Background: an optimization exercise with open tools, aiming at small area, a short achievable clock period and few clock cycles per item. Do not read the settings as production practice. Where RTL was checked, it was by simulation tests only, not by an equivalence proof against the original. No functional check of the RTL was part of runs 4 and 5.

<file path="flow/design.v">
package aes_pkg;
    localparam int block_width = 128;
    localparam int word_width  = 32;
    localparam int byte_width  = 8;
    localparam int round_width = 4;
    localparam logic [round_width-1:0] num_rounds = 4'd10;
    localparam logic [byte_width-1:0] rcon_init = 8'h01;
    typedef union packed {
        logic [0:block_width/byte_width-1][byte_width-1:0] bytes;
        logic [0:block_width/word_width-1][word_width-1:0] words;
    } aes_state_t;
    function automatic logic [byte_width-1:0] xtime(input logic [byte_width-1:0] b);
        xtime = {b[byte_width-2:0], 1'b0} ^ (8'h1b & {byte_width{b[byte_width-1]}});
    endfunction
endpackage
module aes_sbox (
    input  logic [7:0] a,
    output logic [7:0] y
);
    logic U0, U1, U2, U3, U4, U5, U6, U7;
    logic T1, T2, T3, T4, T5, T6, T7, T8, T9, T10, T11, T12;
    logic T13, T14, T15, T16, T17, T18, T19, T20, T21, T22, T23, T24;
    logic T25, T26, T27, M1, M2, M3, M4, M5, M6, M7, M8, M9;
    logic M10, M11, M12, M13, M14, M15, M16, M17, M18, M19, M20, M21;
    logic M22, M23, M37, M38, M39, M40, M41, M42, M43, M44, M45, M46;
    logic M47, M48, M49, M50, M51, M52, M53, M54, M55, M56, M57, M58;
    logic M59, M60, M61, M62, M63, L0, L1, L2, L3, L4, L5, L6;
    logic L7, L8, L9, L10, L11, L12, L13, L14, L15, L16, L17, L18;
    logic L19, L20, L21, L22, L23, L24, L25, L26, L27, L28, L29;
    logic S0, S1, S2, S3, S4, S5, S6, S7;
    localparam logic [15:0] inv_tt_37 = 16'hf650;
    localparam logic [15:0] inv_tt_38 = 16'hc9f0;
    localparam logic [15:0] inv_tt_39 = 16'h8eca;
    localparam logic [15:0] inv_tt_40 = 16'hea26;
    localparam logic [15:0] inv_tt_41 = 16'h23d6;
    localparam logic [15:0] inv_tt_42 = 16'h789a;
    localparam logic [15:0] inv_tt_43 = 16'h3fa0;
    localparam logic [15:0] inv_tt_44 = 16'h64ec;
    localparam logic [15:0] inv_tt_45 = 16'h5b4c;
    assign {U0, U1, U2, U3, U4, U5, U6, U7} = a;
    assign T1 = U0 ^ U3;
    assign T2 = U0 ^ U5;
    assign T3 = U0 ^ U6;
    assign T4 = U3 ^ U5;
    assign T5 = U4 ^ U6;
    assign T6 = T1 ^ T5;
    assign T7 = U1 ^ U2;
    assign T8 = U7 ^ T6;
    assign T9 = U7 ^ T7;
    assign T10 = T6 ^ T7;
    assign T11 = U1 ^ U5;
    assign T12 = U2 ^ U5;
    assign T13 = T3 ^ T4;
    assign T14 = T6 ^ T11;
    assign T15 = T5 ^ T11;
    assign T16 = T5 ^ T12;
    assign T17 = T9 ^ T16;
    assign T18 = U3 ^ U7;
    assign T19 = T7 ^ T18;
    assign T20 = T1 ^ T19;
    assign T21 = U6 ^ U7;
    assign T22 = T7 ^ T21;
    assign T23 = T2 ^ T22;
    assign T24 = T2 ^ T10;
    assign T25 = T20 ^ T17;
    assign T26 = T3 ^ T16;
    assign T27 = T1 ^ T12;
    assign M1 = T13 & T6;
    assign M2 = T23 & T8;
    assign M3 = T14 ^ M1;
    assign M4 = T19 & U7;
    assign M5 = M4 ^ M1;
    assign M6 = T3 & T16;
    assign M7 = T22 & T9;
    assign M8 = T26 ^ M6;
    assign M9 = T20 & T17;
    assign M10 = M9 ^ M6;
    assign M11 = T1 & T15;
    assign M12 = T4 & T27;
    assign M13 = M12 ^ M11;
    assign M14 = T2 & T10;
    assign M15 = M14 ^ M11;
    assign M16 = M3 ^ M2;
    assign M17 = M5 ^ T24;
    assign M18 = M8 ^ M7;
    assign M19 = M10 ^ M15;
    assign M20 = M16 ^ M13;
    assign M21 = M17 ^ M15;
    assign M22 = M18 ^ M13;
    assign M23 = M19 ^ T25;
    assign M37 = inv_tt_37[{M20, M21, M22, M23}];
    assign M38 = inv_tt_38[{M20, M21, M22, M23}];
    assign M39 = inv_tt_39[{M20, M21, M22, M23}];
    assign M40 = inv_tt_40[{M20, M21, M22, M23}];
    assign M41 = inv_tt_41[{M20, M21, M22, M23}];
    assign M42 = inv_tt_42[{M20, M21, M22, M23}];
    assign M43 = inv_tt_43[{M20, M21, M22, M23}];
    assign M44 = inv_tt_44[{M20, M21, M22, M23}];
    assign M45 = inv_tt_45[{M20, M21, M22, M23}];
    assign M46 = M44 & T6;
    assign M47 = M40 & T8;
    assign M48 = M39 & U7;
    assign M49 = M43 & T16;
    assign M50 = M38 & T9;
    assign M51 = M37 & T17;
    assign M52 = M42 & T15;
    assign M53 = M45 & T27;
    assign M54 = M41 & T10;
    assign M55 = M44 & T13;
    assign M56 = M40 & T23;
    assign M57 = M39 & T19;
    assign M58 = M43 & T3;
    assign M59 = M38 & T22;
    assign M60 = M37 & T20;
    assign M61 = M42 & T1;
    assign M62 = M45 & T4;
    assign M63 = M41 & T2;
    assign L0 = M61 ^ M62;
    assign L1 = M50 ^ M56;
    assign L2 = M46 ^ M48;
    assign L3 = M47 ^ M55;
    assign L4 = M54 ^ M58;
    assign L5 = M49 ^ M61;
    assign L6 = M62 ^ L5;
    assign L7 = M46 ^ L3;
    assign L8 = M51 ^ M59;
    assign L9 = M52 ^ M53;
    assign L10 = M53 ^ L4;
    assign L11 = M60 ^ L2;
    assign L12 = M48 ^ M51;
    assign L13 = M50 ^ L0;
    assign L14 = M52 ^ M61;
    assign L15 = M55 ^ L1;
    assign L16 = M56 ^ L0;
    assign L17 = M57 ^ L1;
    assign L18 = M58 ^ L8;
    assign L19 = M63 ^ L4;
    assign L20 = L0 ^ L1;
    assign L21 = L1 ^ L7;
    assign L22 = L3 ^ L12;
    assign L23 = L18 ^ L2;
    assign L24 = L15 ^ L9;
    assign L25 = L6 ^ L10;
    assign L26 = L7 ^ L9;
    assign L27 = L8 ^ L10;
    assign L28 = L11 ^ L14;
    assign L29 = L11 ^ L17;
    assign S0 = L6 ^ L24;
    assign S1 = ~(L16 ^ L26);
    assign S2 = ~(L19 ^ L28);
    assign S3 = L6 ^ L21;
    assign S4 = L20 ^ L22;
    assign S5 = L25 ^ L29;
    assign S6 = ~(L13 ^ L27);
    assign S7 = ~(L6 ^ L23);
    assign y = {S0, S1, S2, S3, S4, S5, S6, S7};
endmodule
`timescale 1ns/100ps
module aes_ctrl (
    input  logic clk,
    input  logic rst,
    input  logic start,
    input  logic last_round,
    output logic running,
    output logic valid
);
    always_ff @(posedge clk or posedge rst) begin
        if (rst) begin
            running <= 1'b0;
            valid   <= 1'b0;
        end else begin
            valid <= running && last_round;
            if (!running) begin
                running <= start;
            end else if (last_round) begin
                running <= 1'b0;
            end
        end
    end
endmodule
`timescale 1ns/100ps
module aes_round_counter (
    input  logic                           clk,
    input  logic                           rst,
    input  logic                           running,
    output logic                           last_round,
    output logic [aes_pkg::byte_width-1:0] rcon
);
    localparam logic [aes_pkg::byte_width-1:0] rcon_last = 8'h36;
    logic [aes_pkg::byte_width-1:0] rcon_q;
    always_ff @(posedge clk or posedge rst) begin
        if (rst) begin
            rcon_q <= '0;
        end else begin
            rcon_q <= aes_pkg::xtime(rcon);
        end
    end
    assign rcon       = running ? rcon_q : aes_pkg::rcon_init;
    assign last_round = (rcon_q == rcon_last);
endmodule
`timescale 1ns/100ps
module aes_key_schedule (
    input  logic                            clk,
    input  logic                            running,
    input  logic [aes_pkg::block_width-1:0] key,
    input  logic [aes_pkg::byte_width-1:0]  rcon,
    output aes_pkg::aes_state_t             round_key,
    output aes_pkg::aes_state_t             prev_key
);
    localparam int word_bytes = aes_pkg::word_width / aes_pkg::byte_width;
    aes_pkg::aes_state_t next_key;
    logic [aes_pkg::word_width-1:0] rot_word;
    logic [aes_pkg::word_width-1:0] sub_word;
    logic [aes_pkg::word_width-1:0] w0_rcon;
    assign prev_key = running ? round_key : key;
    assign rot_word = {prev_key.words[3][aes_pkg::word_width-aes_pkg::byte_width-1:0],
                       prev_key.words[3][aes_pkg::word_width-1 -: aes_pkg::byte_width]};
    for (genvar i = 0; i < word_bytes; i++) begin : g_sbox
        aes_sbox i_sbox (
            .a (rot_word[aes_pkg::byte_width*i +: aes_pkg::byte_width]),
            .y (sub_word[aes_pkg::byte_width*i +: aes_pkg::byte_width])
        );
    end
    assign w0_rcon = prev_key.words[0] ^ {rcon, {(aes_pkg::word_width-aes_pkg::byte_width){1'b0}}};
    logic [aes_pkg::word_width-1:0] w01, w012, w0123;
    assign w01   = w0_rcon ^ prev_key.words[1];
    assign w012  = w01 ^ prev_key.words[2];
    assign w0123 = w012 ^ prev_key.words[3];
    always_comb begin
        next_key.words[0] = w0_rcon ^ sub_word;
        next_key.words[1] = w01 ^ sub_word;
        next_key.words[2] = w012 ^ sub_word;
        next_key.words[3] = w0123 ^ sub_word;
    end
    always_ff @(posedge clk) begin
        round_key <= next_key;
    end
endmodule
`timescale 1ns/100ps
module aes_round (
    input  logic                            clk,
    input  logic                            rst,
    input  logic                            running,
    input  logic                            valid,
    input  logic [aes_pkg::block_width-1:0] plaintext,
    input  aes_pkg::aes_state_t             round_key,
    input  aes_pkg::aes_state_t             round_in_key,
    output logic [aes_pkg::block_width-1:0] ciphertext
);
    localparam int num_bytes = aes_pkg::block_width / aes_pkg::byte_width;
    localparam int num_cols  = aes_pkg::block_width / aes_pkg::word_width;
    aes_pkg::aes_state_t cur_state;
    aes_pkg::aes_state_t mix_state;
    aes_pkg::aes_state_t add_state;
    aes_pkg::aes_state_t sub_state;
    aes_pkg::aes_state_t shift_state;
    logic [aes_pkg::block_width-1:0] result;
    function automatic logic [aes_pkg::word_width-1:0] mix_column(
        input logic [aes_pkg::word_width-1:0] col
    );
        logic [aes_pkg::byte_width-1:0] a0, a1, a2, a3;
        logic [aes_pkg::byte_width-1:0] s0, s1, s2, s3;
        {a0, a1, a2, a3} = col;
        s0 = a0 ^ a1;
        s1 = a1 ^ a2;
        s2 = a2 ^ a3;
        s3 = a3 ^ a0;
        mix_column = {aes_pkg::xtime(s0) ^ (s2 ^ a1),
                      aes_pkg::xtime(s1) ^ (s3 ^ a2),
                      aes_pkg::xtime(s2) ^ (s0 ^ a3),
                      aes_pkg::xtime(s3) ^ (s1 ^ a0)};
    endfunction
    always_comb begin
        for (int c = 0; c < num_cols; c++) begin
            mix_state.words[c] = mix_column(cur_state.words[c]);
        end
    end
    assign add_state = (running ? mix_state : plaintext) ^ round_in_key;
    for (genvar i = 0; i < num_bytes; i++) begin : g_sbox
        aes_sbox i_sbox (
            .a (add_state.bytes[i]),
            .y (sub_state.bytes[i])
        );
    end
    always_comb begin
        for (int c = 0; c < num_cols; c++) begin
            for (int r = 0; r < num_cols; r++) begin
                shift_state.bytes[num_cols*c + r] =
                    sub_state.bytes[num_cols*((c + r) % num_cols) + r];
            end
        end
    end
    always_ff @(posedge clk) begin
        cur_state <= shift_state;
    end
    assign ciphertext = valid ? (cur_state ^ round_key) : result;
    always_ff @(posedge clk or posedge rst) begin
        if (rst) begin
            result <= '0;
        end else begin
            result <= ciphertext;
        end
    end
endmodule
`timescale 1ns/100ps
module aes_core (
    input  logic                            clk,
    input  logic                            rst,
    input  logic                            start,
    input  logic [aes_pkg::block_width-1:0] plaintext,
    input  logic [aes_pkg::block_width-1:0] key,
    output logic [aes_pkg::block_width-1:0] ciphertext,
    output logic                            valid
);
    logic                           running;
    logic                           last_round;
    logic [aes_pkg::byte_width-1:0] rcon;
    aes_pkg::aes_state_t            round_key;
    aes_pkg::aes_state_t            round_in_key;
    aes_ctrl i_aes_ctrl (
        .clk        (clk),
        .rst        (rst),
        .start      (start),
        .last_round (last_round),
        .running    (running),
        .valid      (valid)
    );
    aes_round_counter i_aes_round_counter (
        .clk        (clk),
        .rst        (rst),
        .running    (running),
        .last_round (last_round),
        .rcon       (rcon)
    );
    aes_key_schedule i_aes_key_schedule (
        .clk       (clk),
        .running   (running),
        .key       (key),
        .rcon      (rcon),
        .round_key (round_key),
        .prev_key  (round_in_key)
    );
    aes_round i_aes_round (
        .clk        (clk),
        .rst        (rst),
        .running    (running),
        .valid      (valid),
        .plaintext    (plaintext),
        .round_key    (round_key),
        .round_in_key (round_in_key),
        .ciphertext (ciphertext)
    );
endmodule
</file>
<file path="flow/flow/run.sh">
#!/bin/bash
# Standard ORFS layout with these changes:
#  - synthesis maps the logic with its own ABC script
#    (flow/abc_area.script: delay-oriented mapping with some area
#    recovery), which suits this XOR-heavy design far better than
#    the stock scripts;
#  - synthesis skips the half/full-adder extraction, which would
#    freeze XOR/AND pairs of the S-boxes into slow adder cells;
#  - every port still gets its own buffer, but the smallest one.
# The registers and their names are those of the standard synthesis.
# make's output goes to make_finish.log; each ORFS step writes its
# own full log under orfs/logs/.
set -euo pipefail
WORK=$(pwd)
rm -rf "$WORK/scripts_mod"
cp -r "$FLOW_HOME/scripts" "$WORK/scripts_mod"
cp "$WORK/flow/abc_area.script" "$WORK/scripts_mod/abc_area.script"
bash "$WORK/standard.sh" SCRIPTS_DIR="$WORK/scripts_mod" ABC_AREA=1 ADDER_MAP_FILE= \
    BUFFER_PORTS_ARGS="-buffer_cell sky130_fd_sc_hd__buf_1" \
    finish > "$WORK/make_finish.log" 2>&1
</file>
<file path="flow/flow/abc_area.script">
strash
dc2
&get -n
&dch -f
&nf -p -R 50
&put
topo
stime -c
buffer -c
upsize -c
dnsize -c
</file>
<file path="flow/standard.sh">
#!/bin/bash
# synth_recipe.tcl (not shown) runs the flow's synth.tcl, then flattens the netlist and writes it again
# the make line also repeats each setting of config.mk as NAME=value (left out here)
make -C /OpenROAD-flow-scripts/flow DESIGN_CONFIG=/design/flow/config.mk WORK_HOME=/design/flow/orfs CLKGATE_MAP_FILE= SYNTH_SCRIPT=/design/flow/synth_recipe.tcl "${@:-finish}"
</file>
<file path="flow/config.mk">
export PLATFORM = sky130hd
export DESIGN_NAME = aes_core
export DESIGN_NICKNAME = aes_core
export VERILOG_FILES = /design/flow/design.v
export SDC_FILE = /design/flow/constraint.sdc
export NUM_CORES = 8
export LEC_CHECK = 0
export ABC_AREA = 1
export CAP_MARGIN = 20
export CORE_MARGIN = 2
export CORE_UTILIZATION = 45
export SETUP_SLACK_MARGIN = 1.4
export SLEW_MARGIN = 20
</file>
<file path="flow/constraint.sdc">
create_clock -name core_clock -period 7.0 [get_ports {clk}]
set_input_delay 1.4000 -clock core_clock [delete_from_list [all_inputs] [get_ports {clk}]]
set_output_delay 1.4000 -clock core_clock [all_outputs]
set_load 0.01 [all_outputs]
</file>
==> impl_metrics.toml, run 1 <==
[die]
die_h_um = 302.2
num_io_pins = 388
die-area_sq_mm = 0.09130
die_w_um = 302.2
coreArea_sq_mm = 0.08824
rows = 109
start_util_pct = 45.34

[timing]
finClkSkew_ns = 0.01148
tightestPinTransition_ns = 0.9029
rsz0062_at_grt = "yes"
fin_crit_sh_pct = 78.60
slew_headroom_pct = 38.08
finalWorstSetupSlack_ns = 1.498
max_freq_ghz = 0.1818
setup_viol = 0
tns_ns = 0
final-hold-violation-count = 0
slew_viol_final = 0
fin_crit_ns = 5.502

[synth]
synth-edff-count = 0
ys_seq_area_share_pct = 21.44
ys_async_sr_fraction_pct = 35.03
synth_nets = 4856
synth-seq-cells = 394
synthFlopType = "dfxtp_1"
synth_warnings = 4
synth_cell_types = 67
synth_area_per_cell_sq_um = 8.702
synth_area_sq_mm = 0.04000
synthCells = 4597

[setup_path]
path_cells = "buf_12 > buf_4 > mux2i_4 > xnor2_1 > xnor2_1 > nor2_1 > xor2_1 > xnor2_2 > and2b_1 > nor2_1 > xor2_1 > nor2_1 > xnor2_4 > xnor2_1 > xnor2_1 > xnor2_2 > xor2_2 > xnor2_2 > xnor2_1"
critPathCaptureType = "flop"
cp_slowest_stage_delay_ns = 0.48
path_class = "flop to flop"
path_buf_inv = 2
crit_required_ns = 7.55
slowest_stage = "xnor2_2"
crit_path_frequent_cell = "xnor2_1"
critical_path_cell_count = 19
cp_max_fo = 13
crit_path_start_kind = "flop"
reg2regPathDepth = 19
critPathTopFamily = "XOR/XNOR gates"
cp.arrival_ns = 6.05

[global_routing]
grt.total_usage_pct = 30.53
grt_pass1_vias = 31360
grt_pass1_wl_mm = 205.8
grt_max_degree = 143
antenna_found_initial = 3
overflow = 0

[finish]
diodes = 0
area_growth_pct = 19.48
instances_no_fill = 6333
final_cell_area_sq_mm = 0.04780
fillers = 8192
drive_gt1_share_pct = 15.05
final_nets = 5386

[cts]
cts-buffers-inserted = 50
clock_sinks = 394
htree_levels = 2
clk_pin_slew_worst_paths_ns = 0.06
clk_path_buf_depth = 3
root_buffer = "clkbuf_16"
cts_tree = "built"
clk_latency_ns = 0.63

[status]
status = "complete, no violations"

[drt]
drtIter0Drc = 3266
first_pass_iters = 7
wl_per_cell_um = 22.89
drc_errors = 0
finalWirelength_mm = 145.0
ant_nets = 0
via_per_inst = 5.173
num_vias = 32760

[place]
dp.cells = 6136
pre_cts_slack_ns = 0.2836
globalplace.congestion = 1.004
io_buffers = 387
dpl-instance-area_sq_mm = 0.04306
hpwl_mm = 119.9

[hold_path]
hold_path_class = "flop to flop"
min_path_cells = 1

[job]
drv_cap = 0
## repair_timing
| action | CTS | global route |
|---|---|---|
| resized for setup | 57 | 240 |
| setup buffers | 9 | 94 |
| endpoints found under the setup margin | 171 | 176 |
| hold buffers | 0 | 0 |
| pin swaps | 1 | 50 |
| gates cloned | 0 | 1 |
## cell usage in the layout, fill, tap and decap left out, drive strengths merged, types with 8 or more instances in the layout
master	Yosys	final
or2	19	19
xnor2	1584	1584
nor2	593	593
a21oi	319	319
buf	60	596
clkbuf	59	68
o22ai	21	21
dfxtp	256	256
inv	38	40
nand3	17	17
mux2i	142	142
clkinv	0	13
o21a	11	11
dfrtp	138	138
and2	36	36
xor2	659	659
nand2	292	292
nand2b	107	107
and2b	10	10
bufinv	0	8
o21ai	75	75
nor2b	79	79
nor3	12	12
## Yosys cell counts, types with 3 or more instances
cell type / n / area [sq um]
a21o_1: 3 / 22.52
a21oi_1: 312 / 1562
a21oi_2: 7 / 61.31
a22oi_1: 5 / 37.54
a31oi_1: 6 / 37.54
a32oi_1: 4 / 35.03
and2_1: 36 / 225.2
and2b_1: 9 / 67.56
and3_1: 5 / 31.28
buf_1: 4 / 15.01
buf_2: 15 / 75.07
buf_4: 15 / 112.6
buf_6: 23 / 259.0
clkbuf_1: 59 / 221.5
dfrtp_1: 138 / 3453
dfxtp_1: 256 / 5125
inv_1: 38 / 142.6
mux2i_1: 118 / 1181
mux2i_2: 15 / 206.5
mux2i_4: 9 / 202.7
nand2_1: 290 / 1089
nand2b_1: 107 / 669.4
nand3_1: 17 / 85.08
nor2_1: 581 / 2181
nor2_2: 9 / 56.30
nor2_4: 3 / 33.78
nor2b_1: 78 / 488.0
nor3_1: 12 / 60.06
o211ai_1: 7 / 52.55
o21a_1: 11 / 82.58
o21ai_0: 65 / 325.3
o21ai_1: 10 / 50.05
o22a_1: 5 / 43.79
o22ai_1: 21 / 131.4
o31ai_1: 3 / 22.52
o32ai_1: 3 / 26.28
or2_1: 7 / 43.79
or2_2: 12 / 75.07
xnor2_1: 1459 / 12780
xnor2_2: 115 / 1871
xnor2_4: 10 / 275.3
xor2_1: 609 / 5334
xor2_2: 50 / 813.3
## per-layer routing
layer	vias to the layer above	global-route usage, %	wire length [um]
li1	15570	-	-
met1	15600	42.97	64470
met2	1311	47.77	63890
met3	283	3.785	10240
met4	4	11.36	6327
met5	-	0	27
## registers in the layout (all words and copies together), names as in the netlist
signal	count
i_aes_ctrl.valid	1
i_aes_round.cur_state	128
i_aes_round_counter.rcon_q	8
i_aes_key_schedule.round_key	128
i_aes_round.result	128
i_aes_ctrl.running	1
## final timing paths
kind | start | end | slack, ns
max in group asynchronous | rst | i_aes_round.result[54] | 5.22
setup / recovery | i_aes_ctrl.running | i_aes_key_schedule.round_key[22] | 1.50
setup reg to reg | i_aes_ctrl.running | i_aes_key_schedule.round_key[22] | 1.50
hold / removal | i_aes_round_counter.rcon_q[0] | i_aes_round_counter.rcon_q[1] | 0.47
min in group asynchronous | rst | i_aes_ctrl.running | 0.81
hold reg to reg | i_aes_round_counter.rcon_q[0] | i_aes_round_counter.rcon_q[1] | 0.47
## per-stage QoR
stage	utilization (%)	hold slack (ns)
final	54.17	0.4666
after global routing	54.17	0.4860
after CTS	51.39	0.4635
after detailed placement	48.80	0.4557
after global placement	48.80	0.4479
after floorplan	-	0.4129
## final cells by class
type	count	area (sq um)	area share (%)
timing repair buffer	597	3161	6.612
tap	1165	1458	3.050
clock buffer	67	1460	3.055
multi-input combinational	4046	32620	68.25
sequential	394	8602	18.00
inverter	38	147.6	0.3089
clock inverter	26	346.6	0.7251
## worst register-to-register path, stage by stage, from the launching register on
cell and delay [ns]:
dfrtp_4 0.42, buf_12 0.19, buf_4 0.34, mux2i_4 0.44, xnor2_1 0.16, xnor2_1 0.29, nor2_1 0.17, xor2_1 0.22
xnor2_2 0.48, and2b_1 0.30, nor2_1 0.12, xor2_1 0.30, nor2_1 0.17, xnor2_4 0.21, xnor2_1 0.33, xnor2_1 0.22
xnor2_2 0.33, xor2_2 0.17, xnor2_2 0.39, xnor2_1 0.17
## logic make-up (layout without fill, tap and decap cells)
group / Yosys count / in the layout / synth area share, %
muxes: 144 / 144 / 4.032
DFF: 394 / 394 / 21.44
buffers and inverters: 157 / 728 / 2.202
xor gates and xnor gates: 2243 / 2243 / 52.67
and+or+nand+nor: 1178 / 1178 / 13.00
AOI/OAI and AO/OA: 481 / 481 / 6.653
Testbench counts, summed over its fixed seeds: cycles 9,600, blocks 960.
==> inputs of run 2 (changes only) <==
==> flow/flow/abc_area.script (replaced) <==
strash
dc2
&get -n
&dch
&nf -p -R 50
&put
topo
stime -c
buffer -c
upsize -c
dnsize -c
==> impl_metrics.toml, run 2 <==
[cts]
clock_sinks = 394
root_buffer = "clkbuf_16"
cts_hold_buf = 0
cts_tree = "built"
htree_levels = 2
clk_path_buf_depth = 3
clk_pin_slew_worst_paths_ns = 0.06
cts-buffers-inserted = 52
clk_latency_ns = 0.66

[global_routing]
grt_pass1_wl_mm = 203.5
grt_pass1_vias = 31210
grt.total_usage_pct = 30.47
antenna_found_initial = 3
overflow = 0
grt_max_degree = 155

[timing]
tns_ns = 0
setup_viol = 0
tightestPinTransition_ns = 0.9851
fin_crit_ns = 5.422
fin_crit_sh_pct = 77.45
slew_viol_final = 0
rsz0062_at_grt = "yes"
final-hold-violation-count = 0
slew_headroom_pct = 32.45
finClkSkew_ns = 0.03548
max_freq_ghz = 0.1844

[synth]
synth_nets = 4825
yosysTopAreaCellShare_pct = 31.57
ys_seq_area_share_pct = 21.48
synth_cell_types = 81
synth.most_common_cell = "xnor2_1"
yosys-top-cells-area = "xnor2_1, xor2_1, dfxtp_1"
synth_area_per_cell_sq_um = 8.744
synthCells = 4566
synth-seq-cells = 394
synth-edff-count = 0
synth_top_area_cell = "xnor2_1"
ys_async_sr_fraction_pct = 35.03
synth_commonest_cells = "xnor2_1, xor2_1, nor2_1"
synthFlopType = "dfxtp_1"
synth_warnings = 4
synth_area_sq_mm = 0.03993

[finish]
top_regs = "i_aes_key_schedule.round_key: 128 flops, i_aes_round.cur_state: 128 flops, i_aes_round.result: 128 flops"
final_cell_area_sq_mm = 0.04691
final_cell_mix = "xnor2_1, nor2_1, xor2_1"
diodes = 0
seq_area_sq_mm = 0.008593
drive_gt1_share_pct = 13.99
fillers = 8418
multi_input_area_sq_mm = 0.03223
final_common_cell = "xnor2_1"
area_growth_pct = 17.48
final_nets = 5300

[drt]
wl_per_cell_um = 22.94
via_per_inst = 5.145
highest_layer = "met5"
first_pass_iters = 5
drtIter0Drc = 2938
ant_nets = 0
finalWirelength_mm = 143.3
drt-met1-wl_mm = 61.70
drc_errors = 0
wl_met2_mm = 66.22
wl_met3_mm = 9.930
num_vias = 32150

[setup_path]
crit_path_frequent_cell = "xor2_1"
cp_slowest_stage_delay_ns = 0.63
crit_path_start_kind = "flop"
critPathCaptureType = "flop"
path_cells = "xor2_2 > xnor2_1 > a21oi_1 > xor2_2 > xor2_1 > xor2_1 > buf_4 > nor2b_1 > xnor2_1 > xnor2_2 > xnor2_4 > nor2_1 > nor2_1 > xor2_1 > nand2b_1 > xnor2_4 > xor2_1 > xnor2_1 > xor2_1"
cp.arrival_ns = 5.96
rr_startpoint = "i_aes_round.cur_state[95]"
r2r_slack_ns = 1.58
crit_required_ns = 7.54
r2r-end = "i_aes_round.cur_state[12]"
cp_max_fo = 10
reg2regPathDepth = 19
slowest_stage = "dfxtp_1"
path_class = "flop to flop"

[place]
dpl-instance-area_sq_mm = 0.04290
io_buffers = 387
hpwl_mm = 120.4
globalplace.congestion = 0.9921

[die]
coreArea_sq_mm = 0.08810
die_w_um = 301.9
start_util_pct = 45.32
die_h_um = 301.9
die-area_sq_mm = 0.09113
num_io_pins = 388
rows = 109

[job]
drv_cap = 0

[hold_path]
holdPathEnd = "i_aes_round_counter.rcon_q[3]"
hold_path_class = "flop to flop"
min_path_cells = 1
hp-start = "i_aes_round_counter.rcon_q[2]"

[status]
status = "complete, no violations"
run 2: changes by cell type after synthesis, sizes merged, moves of 5 or more:
cell	change
xor2	-10
nor2	+8
nand2	+20
xnor2	-11
and2	-7
nor2b	+7
nand2b	-21
o21ai	-10
inv	-15
o21a	-6
o22ai	-5
run 2: cell families (layout without fill, tap and decap cells):
logic type,after synthesis,in the layout,share of synthesized area (%)
mux,139,139,4.046
flops,394,394,21.48
xor+xnor,2222,2223,52.62
simple gates,1194,1194,13.23
buf+inv,141,657,1.974
compound gates,476,476,6.650
run 2: through the flow:
step,setup slack (ns),hold WS [ns],util (%),instances
2_1_floorplan,1.645,0.4129,-,4566
3_3_place_gp,0.2212,0.4661,48.69,6092
3_5_place_dp,0.3492,0.4601,48.69,6092
4_1_cts,1.323,0.4697,51.20,6194
5_1_grt,1.260,0.4926,53.24,6248
6_report,1.578,0.4736,53.24,6248
run 2: worst max-delay path by stage:
stage,startpoint,to,slack (ns),depth (start not counted)
floorplan,key[17],i_aes_round.cur_state[50],1.64,18
global placement,key[20],i_aes_key_schedule.round_key[27],0.22,18
detailed placement,key[20],i_aes_key_schedule.round_key[25],0.35,19
CTS,i_aes_round.cur_state[95],i_aes_round.cur_state[12],1.32,19
global route,i_aes_round.cur_state[23],i_aes_round.cur_state[50],1.26,19
finish,i_aes_round.cur_state[95],i_aes_round.cur_state[12],1.58,19
run 2: what timing repair did:
item	in CTS	in global routing
gates resized for setup	46	191
endpoints found under the hold margin	0	0
setup buffers	6	53
setup endpoints to repair	169	165
pin swaps	0	27
gates cloned	0	1
run 2: worst max-delay path, delay by kind of cell (launching register included):
kind	cells	cell delay, ns
flip-flops	1	0.63
AND/OR/NAND/NOR	4	0.63
XOR/XNOR	13	3.50
buffers and inverters	1	0.17
AO/OA/AOI/OAI	1	0.40
run 2: area by class of cell:
cell class | count | share of cell area (%)
well taps | 1165 | 3.108
multi-input cells | 4032 | 68.71
repair buffers | 537 | 5.799
flip-flops and latches | 394 | 18.32
clock inverters | 33 | 0.8189
inverters | 24 | 0.2027
clock buffers | 63 | 3.038
run 2: metal layers:
metal  GRT usage (%)  up-vias
met4           9.771        4
met3           4.776      230
met2           50.22     1170
met1           40.79    15370
li1                -    15380
met5               0        -
==> inputs of run 3 (changes only) <==
--- a/flow/config.mk
+++ b/flow/config.mk
@@ -11,2 +11,3 @@
 export CORE_UTILIZATION = 45
+export CTS_BUF_LIST = sky130_fd_sc_hd__clkbuf_8 sky130_fd_sc_hd__clkbuf_16
 export SETUP_SLACK_MARGIN = 1.4
==> impl_metrics.toml, run 3 <==
[die]
die_w_um = 301.9
die-area_sq_mm = 0.09113
rows = 109
die_h_um = 301.9
start_util_pct = 45.32
num_io_pins = 388
coreArea_sq_mm = 0.08810

[cts]
clock_sinks = 394
clk_path_buf_depth = 3
htree_levels = 2
root_buffer = "clkbuf_16"
clk_pin_slew_worst_paths_ns = 0.06
clk_latency_ns = 0.66
cts_tree = "built"
cts-buffers-inserted = 52

[synth]
yosysTopAreaCellShare_pct = 31.57
synth-seq-cells = 394
synth_top_area_cell = "xnor2_1"
synth_nets = 4825
synth_area_per_cell_sq_um = 8.744
synth_warnings = 4
synth_cell_types = 81
ys_async_sr_fraction_pct = 35.03
yosys-top-cells-area = "xnor2_1, xor2_1, dfxtp_1"
synthCells = 4566
synth_area_sq_mm = 0.03993
synth-edff-count = 0
synth.most_common_cell = "xnor2_1"
synth_commonest_cells = "xnor2_1, xor2_1, nor2_1"
ys_seq_area_share_pct = 21.48
synthFlopType = "dfxtp_1"

[finish]
fillers = 8418
seq_area_sq_mm = 0.008593
instances_no_fill = 6248
final_nets = 5300
multi_input_area_sq_mm = 0.03223
top_regs = "i_aes_key_schedule.round_key: 128 flops, i_aes_round.cur_state: 128 flops, i_aes_round.result: 128 flops"
final_common_cell = "xnor2_1"
final_cell_mix = "xnor2_1, nor2_1, xor2_1"
drive_gt1_share_pct = 13.99
area_growth_pct = 17.48
diodes = 0

[place]
dp.cells = 6092
io_buffers = 387
hpwl_mm = 120.4
globalplace.congestion = 0.9921

[timing]
max_freq_ghz = 0.1845
fin_crit_ns = 5.421
rsz0062_at_grt = "yes"
setup_viol = 0
final-hold-violation-count = 0
slew_viol_final = 0
finClkSkew_ns = 0.03142
tightestPinTransition_ns = 0.9883
slew_headroom_pct = 32.23
tns_ns = 0
fin_crit_sh_pct = 77.44

[global_routing]
grt_max_degree = 155
antenna_found_initial = 3
overflow = 0
grt_pass1_vias = 31210
grt_pass1_wl_mm = 203.5
grt.total_usage_pct = 30.47

[setup_path]
critPathCaptureType = "flop"
crit_required_ns = 7.54
path_class = "flop to flop"
crit_path_start_kind = "flop"
reg2regPathDepth = 19
cp_max_fo = 10
cp.arrival_ns = 5.96

[drt]
drt-met1-wl_mm = 61.74
first_pass_iters = 6
drc_errors = 0
via_per_inst = 5.132
wl_met2_mm = 66.46
ant_nets = 0
wl_met3_mm = 9.664
highest_layer = "met5"
drtIter0Drc = 2950
num_vias = 32060
wl_per_cell_um = 22.94
finalWirelength_mm = 143.3

[hold_path]
hold_path_class = "flop to flop"
min_path_cells = 1

[status]
status = "complete, no violations"

[job]
drv_cap = 0
## run 3: cell types whose count changed in the layout (fill, tap and decap cells not counted)
| cell | before | now |
|---|---|---|
| clkbuf_1 | 5 | 0 |
| inv_1 | 19 | 24 |
## run 3: cells by family (layout without fill, tap and decap cells)
| group | after synthesis | after routing | share of synthesized area [%] |
|---|---|---|---|
| xor+xnor | 2222 | 2223 | 52.62 |
| simple gates | 1194 | 1194 | 13.23 |
| compound gates | 476 | 476 | 6.650 |
| flops | 394 | 394 | 21.48 |
| buf+inv | 141 | 657 | 1.974 |
| mux | 139 | 139 | 4.046 |
## run 3: metal layers
layer | GRT usage, % | vias up
li1 | - | 15380
met1 | 40.79 | 15330
met2 | 50.22 | 1125
met3 | 4.776 | 227
met4 | 9.771 | 4
met5 | 0 | -
## run 3: timing repair
item,CTS,global route
endpoints found under the hold margin,0,0
buffers inserted,6,53
hold buffers,0,0
cloned,0,1
gates resized for setup,46,191
pin swaps,0,27
endpoints found under the setup margin,169,165
## run 3: final cells by class
type	count	area share, %
Sequential cell	394	18.32
Timing Repair Buffer	537	5.799
Multi-Input combinational cell	4032	68.71
Inverter	24	0.2027
Clock buffer	58	2.998
Clock inverter	38	0.8589
Tap cell	1165	3.108
## run 3: stage by stage
stage                     setup WS [ns]  hold slack, ns  util, %  instance area (sq um)
after floorplan                   1.645          0.4129        -                  39930
final                             1.579          0.4778    53.24                  46910
after global placement           0.2212          0.4661    48.69                  42900
after CTS                         1.323          0.4697    51.20                  45110
after detailed placement         0.3492          0.4601    48.69                  42900
after global routing              1.260          0.4926    53.24                  46910
## run 3: worst paths after layout
path / endpoint / slack, ns / from
max reg2reg: i_aes_round.cur_state[12] / 1.58 / i_aes_round.cur_state[95]
min: i_aes_round_counter.rcon_q[3] / 0.48 / i_aes_round_counter.rcon_q[2]
max in group asynchronous: i_aes_round.result[71] / 5.04 / rst
min reg2reg: i_aes_round_counter.rcon_q[3] / 0.48 / i_aes_round_counter.rcon_q[2]
max: i_aes_round.cur_state[12] / 1.58 / i_aes_round.cur_state[95]
min in group asynchronous: i_aes_round_counter.rcon_q[1] / 0.74 / rst
## run 3: worst max-delay path, stage by stage (launching register included)
cell and delay [ns]:
dfxtp_1 0.63, xor2_2 0.37, xnor2_1 0.17, a21oi_1 0.41, xor2_2 0.31, xor2_1 0.43, xor2_1 0.19, buf_4 0.17
nor2b_1 0.17, xnor2_1 0.18, xnor2_2 0.15, xnor2_4 0.31, nor2_1 0.15, nor2_1 0.13, xor2_1 0.25, nand2b_1 0.18
xnor2_4 0.29, xor2_1 0.30, xnor2_1 0.21, xor2_1 0.32
==> inputs of run 4 (changes only) <==
--- a/flow/design.v
+++ b/flow/design.v
@@ -245,2 +245,3 @@
     input  logic [aes_pkg::block_width-1:0] plaintext,
+    input  logic [aes_pkg::block_width-1:0] key,
     input  aes_pkg::aes_state_t             round_key,
@@ -252,3 +253,2 @@
     aes_pkg::aes_state_t cur_state;
-    aes_pkg::aes_state_t mix_state;
     aes_pkg::aes_state_t add_state;
@@ -257,23 +257,32 @@
     logic [aes_pkg::block_width-1:0] result;
-    function automatic logic [aes_pkg::word_width-1:0] mix_column(
-        input logic [aes_pkg::word_width-1:0] col
-    );
-        logic [aes_pkg::byte_width-1:0] a0, a1, a2, a3;
-        logic [aes_pkg::byte_width-1:0] s0, s1, s2, s3;
-        {a0, a1, a2, a3} = col;
-        s0 = a0 ^ a1;
-        s1 = a1 ^ a2;
-        s2 = a2 ^ a3;
-        s3 = a3 ^ a0;
-        mix_column = {aes_pkg::xtime(s0) ^ (s2 ^ a1),
-                      aes_pkg::xtime(s1) ^ (s3 ^ a2),
-                      aes_pkg::xtime(s2) ^ (s0 ^ a3),
-                      aes_pkg::xtime(s3) ^ (s1 ^ a0)};
-    endfunction
+    localparam logic [aes_pkg::byte_width-1:0] xtime_two = 8'h1a;
+    aes_pkg::aes_state_t late_half;
+    aes_pkg::aes_state_t early_half;
     always_comb begin
         for (int c = 0; c < num_cols; c++) begin
-            mix_state.words[c] = mix_column(cur_state.words[c]);
+            for (int i = 0; i < num_cols; i++) begin
+                logic [aes_pkg::byte_width-1:0] a_i, a_1, a_2, a_3, s_i, s_2, x_i, k_i, p_i, q_i;
+                a_i = cur_state.bytes[num_cols*c + i];
+                a_1 = cur_state.bytes[num_cols*c + (i + 1) % num_cols];
+                a_2 = cur_state.bytes[num_cols*c + (i + 2) % num_cols];
+                a_3 = cur_state.bytes[num_cols*c + (i + 3) % num_cols];
+                s_i = a_i ^ a_1;
+                s_2 = a_2 ^ a_3;
+                x_i = aes_pkg::xtime(s_i);
+                k_i = round_key.bytes[num_cols*c + i];
+                p_i = plaintext[aes_pkg::block_width-1 - aes_pkg::byte_width*(num_cols*c + i) -: aes_pkg::byte_width];
+                q_i = key[aes_pkg::block_width-1 - aes_pkg::byte_width*(num_cols*c + i) -: aes_pkg::byte_width];
+                for (int j = 0; j < aes_pkg::byte_width; j++) begin
+                    if (xtime_two[j]) begin
+                        late_half.bytes[num_cols*c + i][j]  = running ? x_i[j] : p_i[j];
+                        early_half.bytes[num_cols*c + i][j] = running ? (s_2[j] ^ (a_1[j] ^ k_i[j])) : q_i[j];
+                    end else begin
+                        late_half.bytes[num_cols*c + i][j]  = running ? (x_i[j] ^ s_2[j]) : p_i[j];
+                        early_half.bytes[num_cols*c + i][j] = (a_1[j] & running) ^ round_in_key.bytes[num_cols*c + i][j];
+                    end
+                end
+            end
         end
     end
-    assign add_state = (running ? mix_state : plaintext) ^ round_in_key;
+    assign add_state = late_half ^ early_half;
     for (genvar i = 0; i < num_bytes; i++) begin : g_sbox
@@ -348,2 +357,3 @@
         .plaintext    (plaintext),
+        .key          (key),
         .round_key    (round_key),
--- a/flow/config.mk
+++ b/flow/config.mk
@@ -11,3 +11,2 @@
 export CORE_UTILIZATION = 45
-export CTS_BUF_LIST = sky130_fd_sc_hd__clkbuf_8 sky130_fd_sc_hd__clkbuf_16
 export SETUP_SLACK_MARGIN = 1.4
==> impl_metrics.toml, run 4 <==
[status]
status = "complete, no violations"

[die]
coreArea_sq_mm = 0.09042
rows = 110
die_w_um = 306.6
num_io_pins = 388
start_util_pct = 45.56
die_h_um = 306.6
die-area_sq_mm = 0.09398

[setup_path]
path_class = "flop to flop"
rr_startpoint = "i_aes_ctrl.running"
r2r-end = "i_aes_key_schedule.round_key[27]"
crit_path_start_kind = "flop"
endpoint = "i_aes_key_schedule.round_key[27]"
crit_required_ns = 7.58
critPathCaptureType = "flop"
cp.arrival_ns = 6.11
r2r_slack_ns = 1.47
cp_max_fo = 11
reg2regPathDepth = 22
crit_start = "i_aes_ctrl.running"

[synth]
synth_compound_area_share_pct = 7.439
synth_commonest_cells = "xnor2_1, nor2_1, xor2_1"
synth-simple-area-share_pct = 14.73
synth_cell_types = 79
synth_top_area_cell = "xnor2_1"
synth_top_family_by_area = "XOR/XNOR gates"
synth_nets = 5015
synth-seq-cells = 394
synth_warnings = 4
yosysTopAreaCellShare_pct = 29.26
ys_seq_area_share_pct = 20.82
synth_area_per_cell_sq_um = 8.661
synth_area_sq_mm = 0.04119
synth_xor_xnor_area_share_pct = 50.13
synthFlopType = "dfxtp_1"
synthAdderAreaFrac_pct = 0
synth.most_common_cell = "xnor2_1"
muxShareOfSynthArea_pct = 4.708
yosys-top-cells-area = "xnor2_1, dfxtp_1, xor2_1"
synthCells = 4756
ys_async_sr_fraction_pct = 35.03
synth-edff-count = 0

[timing]
rsz0062_at_grt = "yes"
setup_viol = 0
fin_crit_sh_pct = 79.04
finClkSkew_ns = 0.03191
slew_viol_final = 0
tns_ns = 0
max_freq_ghz = 0.1808
final-hold-violation-count = 0
fin_crit_ns = 5.533
finalWorstSetupSlack_ns = 1.467
tightestPinTransition_ns = 0.9298
slew_headroom_pct = 38.02

[cts]
root_buffer = "clkbuf_16"
clock_sinks = 394
cts_hold_buf = 0
htree_levels = 2
cts-buffers-inserted = 51
cts_tree = "built"
clk_latency_ns = 0.67
clk_pin_slew_worst_paths_ns = 0.07
clk_path_buf_depth = 3

[drt]
via_per_inst = 5.256
drc_errors = 0
num_vias = 34280
wl_per_cell_um = 23.46
first_pass_iters = 6
ant_nets = 0
drtIter0Drc = 2780
finalWirelength_mm = 153.0

[global_routing]
overflow = 0
antenna_found_initial = 3
grt_pass1_vias = 32870
grt.total_usage_pct = 31.22
grt_pass1_wl_mm = 215.3
grt_max_degree = 151

[finish]
top_regs = "i_aes_key_schedule.round_key: 128 flops, i_aes_round.cur_state: 128 flops, i_aes_round.result: 128 flops"
final_common_cell = "xnor2_1"
drive_gt1_share_pct = 16.54
area_growth_pct = 19.07
final_cell_mix = "xnor2_1, nor2_1, xor2_1"
final_nets = 5563

[place]
pre_cts_slack_ns = 0.3948
io_buffers = 387
globalplace.congestion = 0.9958
hpwl_mm = 125.6

[job]
drv_cap = 0

[hold_path]
hp-start = "i_aes_round_counter.rcon_q[0]"
hold_path_class = "flop to flop"
## run 4: changes by cell type after synthesis, moves of 7 or more
cell / previous run / this run
nor2b_1: 83 / 144
clkbuf_1: 55 / 48
a21oi_1: 318 / 393
xnor2_1: 1439 / 1376
nor2_1: 584 / 629
buf_6: 16 / 34
mux2i_2: 16 / 9
mux2i_1: 109 / 151
nor2_2: 14 / 29
xor2_1: 592 / 547
a21oi_2: 5 / 14
nand2_1: 310 / 328
or3_1: 5 / 12
xnor2_2: 125 / 154
## run 4: through the flow
| step | std cells | cell area (sq um) | utilization, % | hold WS (ns) |
|---|---|---|---|---|
| 5_1_grt | 6521 | 49050 | 54.24 | 0.5401 |
| 3_5_place_dp | 6271 | 43950 | 48.61 | 0.4991 |
| 2_1_floorplan | 4756 | 41190 | - | 0.4362 |
| 4_1_cts | 6382 | 46380 | 51.30 | 0.5085 |
| 6_report | 6522 | 49050 | 54.24 | 0.5110 |
| 3_3_place_gp | 6271 | 43950 | 48.61 | 0.4956 |
## run 4: worst max-delay path, stage by stage, from the launching register on
cell	delay [ns]
dfrtp_4	0.57
buf_6	0.25
buf_12	0.25
nor2b_2	0.13
a21oi_4	0.26
xnor2_2	0.14
buf_4	0.19
xor2_4	0.23
xor2_2	0.25
nand2_1	0.13
xnor2_2	0.28
xor2_4	0.27
nor2_2	0.07
and2_1	0.19
or3_1	0.40
nand2b_1	0.19
xor2_1	0.28
xnor2_1	0.13
xnor2_1	0.15
xnor2_1	0.32
xnor2_2	0.18
xnor2_2	0.41
xnor2_1	0.16
## run 4: what timing repair did
| item | 4_1_cts | 5_1_grt |
|---|---|---|
| buffers inserted | 17 | 137 |
| setup endpoints to repair | 211 | 183 |
| cloned | 0 | 2 |
| gates resized for setup | 68 | 235 |
| pin swaps | 6 | 95 |
## run 4: cells by family (layout without fill, tap and decap cells)
kind of cell | Yosys count | in the layout
compound gates | 554 | 554
simple gates | 1344 | 1344
flops | 394 | 394
mux | 175 | 175
other cells | 0 | 1
buf+inv | 143 | 731
xor+xnor | 2146 | 2147
## run 4: per-layer routing
layer	GRT usage [%]	vias up	part of all wire (%)	routed length [um]
met2	49.44	1364	45	68190
met4	13.42	0	5.1	7772
met3	4.866	292	8.0	12210
met5	0	-	0	0
met1	42.13	16390	42	64870
li1	-	16240	-	-
## run 4: final cells by class
cell class              instances  area (sq um)
clock buffers                  74          1558
flip-flops and latches        394          8593
well taps                    1176          1471
clock inverters                20         257.7
multi-input cells            4220         33730
repair buffers                611          3332
fillers                      8548         41380
inverters                      26         102.6
diodes                          1         2.502
## run 4: worst min path at each step
stage / endpoint / slack (ns) / cells past startpoint
4_1_cts: i_aes_round_counter.rcon_q[1] / 0.51 / 1
2_1_floorplan: i_aes_ctrl.valid / 0.44 / 1
6_report: i_aes_round_counter.rcon_q[1] / 0.51 / 1
5_1_grt: i_aes_round_counter.rcon_q[1] / 0.54 / 1
3_5_place_dp: i_aes_round_counter.rcon_q[1] / 0.50 / 1
3_3_place_gp: i_aes_round_counter.rcon_q[1] / 0.50 / 1
==> inputs of run 5 (changes only) <==
--- a/flow/design.v
+++ b/flow/design.v
@@ -24,17 +24,9 @@
     logic M10, M11, M12, M13, M14, M15, M16, M17, M18, M19, M20, M21;
-    logic M22, M23, M37, M38, M39, M40, M41, M42, M43, M44, M45, M46;
-    logic M47, M48, M49, M50, M51, M52, M53, M54, M55, M56, M57, M58;
-    logic M59, M60, M61, M62, M63, L0, L1, L2, L3, L4, L5, L6;
-    logic L7, L8, L9, L10, L11, L12, L13, L14, L15, L16, L17, L18;
-    logic L19, L20, L21, L22, L23, L24, L25, L26, L27, L28, L29;
+    logic M22, M23, M24, M25, M26, M27, M28, M29, M30, M31, M32, M33;
+    logic M34, M35, M36, M37, M38, M39, M40, M41, M42, M43, M44, M45;
+    logic M46, M47, M48, M49, M50, M51, M52, M53, M54, M55, M56, M57;
+    logic M58, M59, M60, M61, M62, M63, L0, L1, L2, L3, L4, L5;
+    logic L6, L7, L8, L9, L10, L11, L12, L13, L14, L15, L16, L17;
+    logic L18, L19, L20, L21, L22, L23, L24, L25, L26, L27, L28, L29;
     logic S0, S1, S2, S3, S4, S5, S6, S7;
-    localparam logic [15:0] inv_tt_37 = 16'hf650;
-    localparam logic [15:0] inv_tt_38 = 16'hc9f0;
-    localparam logic [15:0] inv_tt_39 = 16'h8eca;
-    localparam logic [15:0] inv_tt_40 = 16'hea26;
-    localparam logic [15:0] inv_tt_41 = 16'h23d6;
-    localparam logic [15:0] inv_tt_42 = 16'h789a;
-    localparam logic [15:0] inv_tt_43 = 16'h3fa0;
-    localparam logic [15:0] inv_tt_44 = 16'h64ec;
-    localparam logic [15:0] inv_tt_45 = 16'h5b4c;
     assign {U0, U1, U2, U3, U4, U5, U6, U7} = a;
@@ -90,11 +82,24 @@
     assign M23 = M19 ^ T25;
-    assign M37 = inv_tt_37[{M20, M21, M22, M23}];
-    assign M38 = inv_tt_38[{M20, M21, M22, M23}];
-    assign M39 = inv_tt_39[{M20, M21, M22, M23}];
-    assign M40 = inv_tt_40[{M20, M21, M22, M23}];
-    assign M41 = inv_tt_41[{M20, M21, M22, M23}];
-    assign M42 = inv_tt_42[{M20, M21, M22, M23}];
-    assign M43 = inv_tt_43[{M20, M21, M22, M23}];
-    assign M44 = inv_tt_44[{M20, M21, M22, M23}];
-    assign M45 = inv_tt_45[{M20, M21, M22, M23}];
+    assign M24 = M22 ^ M23;
+    assign M25 = M22 & M20;
+    assign M26 = M21 ^ M25;
+    assign M27 = M20 ^ M21;
+    assign M28 = M23 ^ M25;
+    assign M29 = M28 & M27;
+    assign M30 = M26 & M24;
+    assign M31 = M20 & M23;
+    assign M32 = M27 & M31;
+    assign M33 = M27 ^ M25;
+    assign M34 = M21 & M22;
+    assign M35 = M24 & M34;
+    assign M36 = M24 ^ M25;
+    assign M37 = M21 ^ M29;
+    assign M38 = M32 ^ M33;
+    assign M39 = M23 ^ M30;
+    assign M40 = M35 ^ M36;
+    assign M41 = M38 ^ M40;
+    assign M42 = M37 ^ M39;
+    assign M43 = M37 ^ M38;
+    assign M44 = M39 ^ M40;
+    assign M45 = M42 ^ M41;
     assign M46 = M44 & T6;
@@ -245,3 +250,2 @@
     input  logic [aes_pkg::block_width-1:0] plaintext,
-    input  logic [aes_pkg::block_width-1:0] key,
     input  aes_pkg::aes_state_t             round_key,
@@ -253,2 +257,3 @@
     aes_pkg::aes_state_t cur_state;
+    aes_pkg::aes_state_t mix_state;
     aes_pkg::aes_state_t add_state;
@@ -257,32 +262,23 @@
     logic [aes_pkg::block_width-1:0] result;
-    localparam logic [aes_pkg::byte_width-1:0] xtime_two = 8'h1a;
-    aes_pkg::aes_state_t late_half;
-    aes_pkg::aes_state_t early_half;
+    function automatic logic [aes_pkg::word_width-1:0] mix_column(
+        input logic [aes_pkg::word_width-1:0] col
+    );
+        logic [aes_pkg::byte_width-1:0] a0, a1, a2, a3;
+        logic [aes_pkg::byte_width-1:0] s0, s1, s2, s3;
+        {a0, a1, a2, a3} = col;
+        s0 = a0 ^ a1;
+        s1 = a1 ^ a2;
+        s2 = a2 ^ a3;
+        s3 = a3 ^ a0;
+        mix_column = {aes_pkg::xtime(s0) ^ (s2 ^ a1),
+                      aes_pkg::xtime(s1) ^ (s3 ^ a2),
+                      aes_pkg::xtime(s2) ^ (s0 ^ a3),
+                      aes_pkg::xtime(s3) ^ (s1 ^ a0)};
+    endfunction
     always_comb begin
         for (int c = 0; c < num_cols; c++) begin
-            for (int i = 0; i < num_cols; i++) begin
-                logic [aes_pkg::byte_width-1:0] a_i, a_1, a_2, a_3, s_i, s_2, x_i, k_i, p_i, q_i;
-                a_i = cur_state.bytes[num_cols*c + i];
-                a_1 = cur_state.bytes[num_cols*c + (i + 1) % num_cols];
-                a_2 = cur_state.bytes[num_cols*c + (i + 2) % num_cols];
-                a_3 = cur_state.bytes[num_cols*c + (i + 3) % num_cols];
-                s_i = a_i ^ a_1;
-                s_2 = a_2 ^ a_3;
-                x_i = aes_pkg::xtime(s_i);
-                k_i = round_key.bytes[num_cols*c + i];
-                p_i = plaintext[aes_pkg::block_width-1 - aes_pkg::byte_width*(num_cols*c + i) -: aes_pkg::byte_width];
-                q_i = key[aes_pkg::block_width-1 - aes_pkg::byte_width*(num_cols*c + i) -: aes_pkg::byte_width];
-                for (int j = 0; j < aes_pkg::byte_width; j++) begin
-                    if (xtime_two[j]) begin
-                        late_half.bytes[num_cols*c + i][j]  = running ? x_i[j] : p_i[j];
-                        early_half.bytes[num_cols*c + i][j] = running ? (s_2[j] ^ (a_1[j] ^ k_i[j])) : q_i[j];
-                    end else begin
-                        late_half.bytes[num_cols*c + i][j]  = running ? (x_i[j] ^ s_2[j]) : p_i[j];
-                        early_half.bytes[num_cols*c + i][j] = (a_1[j] & running) ^ round_in_key.bytes[num_cols*c + i][j];
-                    end
-                end
-            end
+            mix_state.words[c] = mix_column(cur_state.words[c]);
         end
     end
-    assign add_state = late_half ^ early_half;
+    assign add_state = (running ? mix_state : plaintext) ^ round_in_key;
     for (genvar i = 0; i < num_bytes; i++) begin : g_sbox
@@ -357,3 +353,2 @@
         .plaintext    (plaintext),
-        .key          (key),
         .round_key    (round_key),
==> impl_metrics.toml, run 5 <==
[synth]
synth_top_area_cell = "xnor2_1"
synth.most_common_cell = "xnor2_1"
synth_area_sq_mm = 0.04002
synth_commonest_cells = "xnor2_1, xor2_1, nor2_1"
synth_area_per_cell_sq_um = 8.941
ys_async_sr_fraction_pct = 35.03
synthCells = 4476
synthFlopType = "dfxtp_1"
yosysTopAreaCellShare_pct = 31.65
synth_warnings = 4
synth-seq-cells = 394
yosys-top-cells-area = "xnor2_1, xor2_1, dfxtp_1"
synth_cell_types = 68
synth_nets = 4735
ys_seq_area_share_pct = 21.44
synth-edff-count = 0

[die]
rows = 109
coreArea_sq_mm = 0.08824
num_io_pins = 388
start_util_pct = 45.35
die_w_um = 302.2
die_h_um = 302.2
die-area_sq_mm = 0.09133

[timing]
finalWorstSetupSlack_ns = 1.498
fin_crit_sh_pct = 78.59
tns_ns = 0
rsz0062_at_grt = "yes"
setup_viol = 0
final-hold-violation-count = 0
slew_viol_final = 0
fin_crit_ns = 5.502
tightestPinTransition_ns = 0.7963
finClkSkew_ns = 0.04866
max_freq_ghz = 0.1818
slew_headroom_pct = 46.91

[drt]
drtIter0Drc = 2598
ant_nets = 0
finalWirelength_mm = 143.7
wl_per_cell_um = 22.69
drc_errors = 0
via_per_inst = 5.078
num_vias = 32170
first_pass_iters = 6

[finish]
final_nets = 5384
final_cell_mix = "xnor2_1, xor2_1, nor2_1"
area_growth_pct = 27.16
final_common_cell = "xnor2_1"
top_regs = "i_aes_key_schedule.round_key: 128 flops, i_aes_round.cur_state: 128 flops, i_aes_round.result: 128 flops"
drive_gt1_share_pct = 23.20
instances_no_fill = 6335
fillers = 7839

[global_routing]
grt_max_degree = 135
grt_pass1_wl_mm = 200.6
antenna_found_initial = 2
overflow = 0
grt_pass1_vias = 31020
grt.total_usage_pct = 29.84

[place]
pre_cts_slack_ns = 0.06228
globalplace.congestion = 0.9788
dp.cells = 6056
io_buffers = 387
hpwl_mm = 115.8

[setup_path]
cp_max_fo = 4
crit_path_start_kind = "input port"
critPathCaptureType = "flop"
cp.arrival_ns = 6.04
path_class = "input port to flop"
crit_required_ns = 7.54

[cts]
htree_levels = 2
clk_pin_slew_worst_paths_ns = 0.07
root_buffer = "clkbuf_16"
cts-buffers-inserted = 50
cts_tree = "built"
clock_sinks = 394
clk_latency_ns = 0.66
clk_path_buf_depth = 3
cts_hold_buf = 0

[status]
status = "complete, no violations"

[job]
drv_cap = 0

[hold_path]
hold_path_class = "flop to flop"
run 5: cells by family after synthesis:
kind of cell | share of synthesized area (%)
multiplexers | 4.636
XOR/XNOR | 53.75
flip-flops | 21.44
buffers and inverters | 2.001
AO/OA/AOI/OAI | 5.609
AND/OR/NAND/NOR | 12.57
run 5: path summary, 6_finish.rpt:
kind	startpoint	to	slack [ns]	cells past startpoint
max	key[26]	i_aes_key_schedule.round_key[1]	1.50	23
min	i_aes_round_counter.rcon_q[0]	i_aes_round_counter.rcon_q[1]	0.48	1
max reg2reg	i_aes_ctrl.running	i_aes_round.cur_state[2]	1.50	24
min reg2reg	i_aes_round_counter.rcon_q[0]	i_aes_round_counter.rcon_q[1]	0.48	1
max in group asynchronous	rst	i_aes_ctrl.running	5.23	3
min in group asynchronous	rst	i_aes_round.result[86]	0.84	2
run 5: timing repair:
action                                 4_1_cts  5_1_grt
pin swaps                                   36      103
endpoints found under the hold margin        0        0
cloned                                       1        4
setup endpoints to repair                  205      187
setup buffers                               50      127
gates resized for setup                    180      430
run 5: metal layers:
layer  share of wire, %  up-vias  routed length, um  global-route usage, %
met2                 46     1145              66050                  47.66
met4                4.9        0               7097                  13.41
met3                6.1      247               8719                  3.469
met1                 43    15460              61850                  40.47
li1                   -    15320                  -                      -
met5                  0        -                  0                      0
run 5: worst max-delay path, cell delays in order:
cell	delay, ns
buf_1	0.12
mux2i_4	0.35
xor2_1	0.42
xor2_1	0.28
nand2_2	0.17
xnor2_4	0.26
xor2_2	0.12
xnor2_2	0.28
nand2_1	0.12
a21oi_2	0.23
nor2_4	0.07
xnor2_2	0.24
xor2_1	0.25
buf_4	0.15
nand2_1	0.13
xnor2_2	0.28
xnor2_2	0.13
xnor2_2	0.17
xnor2_2	0.28
xnor2_2	0.14
xnor2_2	0.15
buf_4	0.18
xnor2_1	0.12
run 5: final cells by class:
| type | count | area (sq um) | share of cell area, % |
|---|---|---|---|
| sequential | 394 | 8622 | 16.94 |
| inverter | 25 | 98.84 | 0.1942 |
| tap | 1165 | 1458 | 2.864 |
| multi-input combinational | 3948 | 34790 | 68.38 |
| timing repair buffer | 706 | 4203 | 8.259 |
| clock inverter | 27 | 266.5 | 0.5237 |
| clock buffer | 67 | 1438 | 2.825 |
| antenna | 3 | 7.507 | 0.01475 |
run 5: stage by stage:
step	util [%]	instance area, sq um	hold WS [ns]
2_1_floorplan	-	40030	0.4314
3_3_place_gp	49.12	43350	0.4552
3_5_place_dp	49.13	43350	0.4734
4_1_cts	52.98	46750	0.4800
5_1_grt	57.66	50880	0.5005
6_report	57.67	50890	0.4837

separate check: timing with driven ports:
No port has a modelled driver above. Below, the same layouts with a new extraction and two added sets of constraints.
Step 1, drivers: a clkbuf_16 drives clk and a buf_2 each remaining input, both assumed.
Step 2, shift: input delay + t, output delay - t, t = (earliest + latest rising clock arrival at the registers) / 2. This alone moves slack from input paths to output paths.
Three values: no drivers, after step 1, after step 2; two values: the first two.
run | t (ns) | setup WS [ns] | worst setup path after step 2 | latest minus earliest clock arrival (ns)
run 1 | 0.696 | 1.498 / 1.498 / 0.901 | input to register | 0.013 / 0.013
run 2 | 0.716 | 1.578 / 1.578 / 0.957 | input to register | 0.036 / 0.035
run 3 | 0.716 | 1.579 / 1.579 / 0.954 | input to register | 0.032 / 0.032
run 4 | 0.721 | 1.467 / 1.468 / 0.920 | input to register | 0.033 / 0.034
run 5 | 0.707 | 1.498 / 1.504 / 0.829 | input to register | 0.050 / 0.049
After both steps every run listed still meets setup and hold. The setup slack of run 5, which loses most, moves by +0.006 ns with the drivers and by -0.669 ns with both steps.
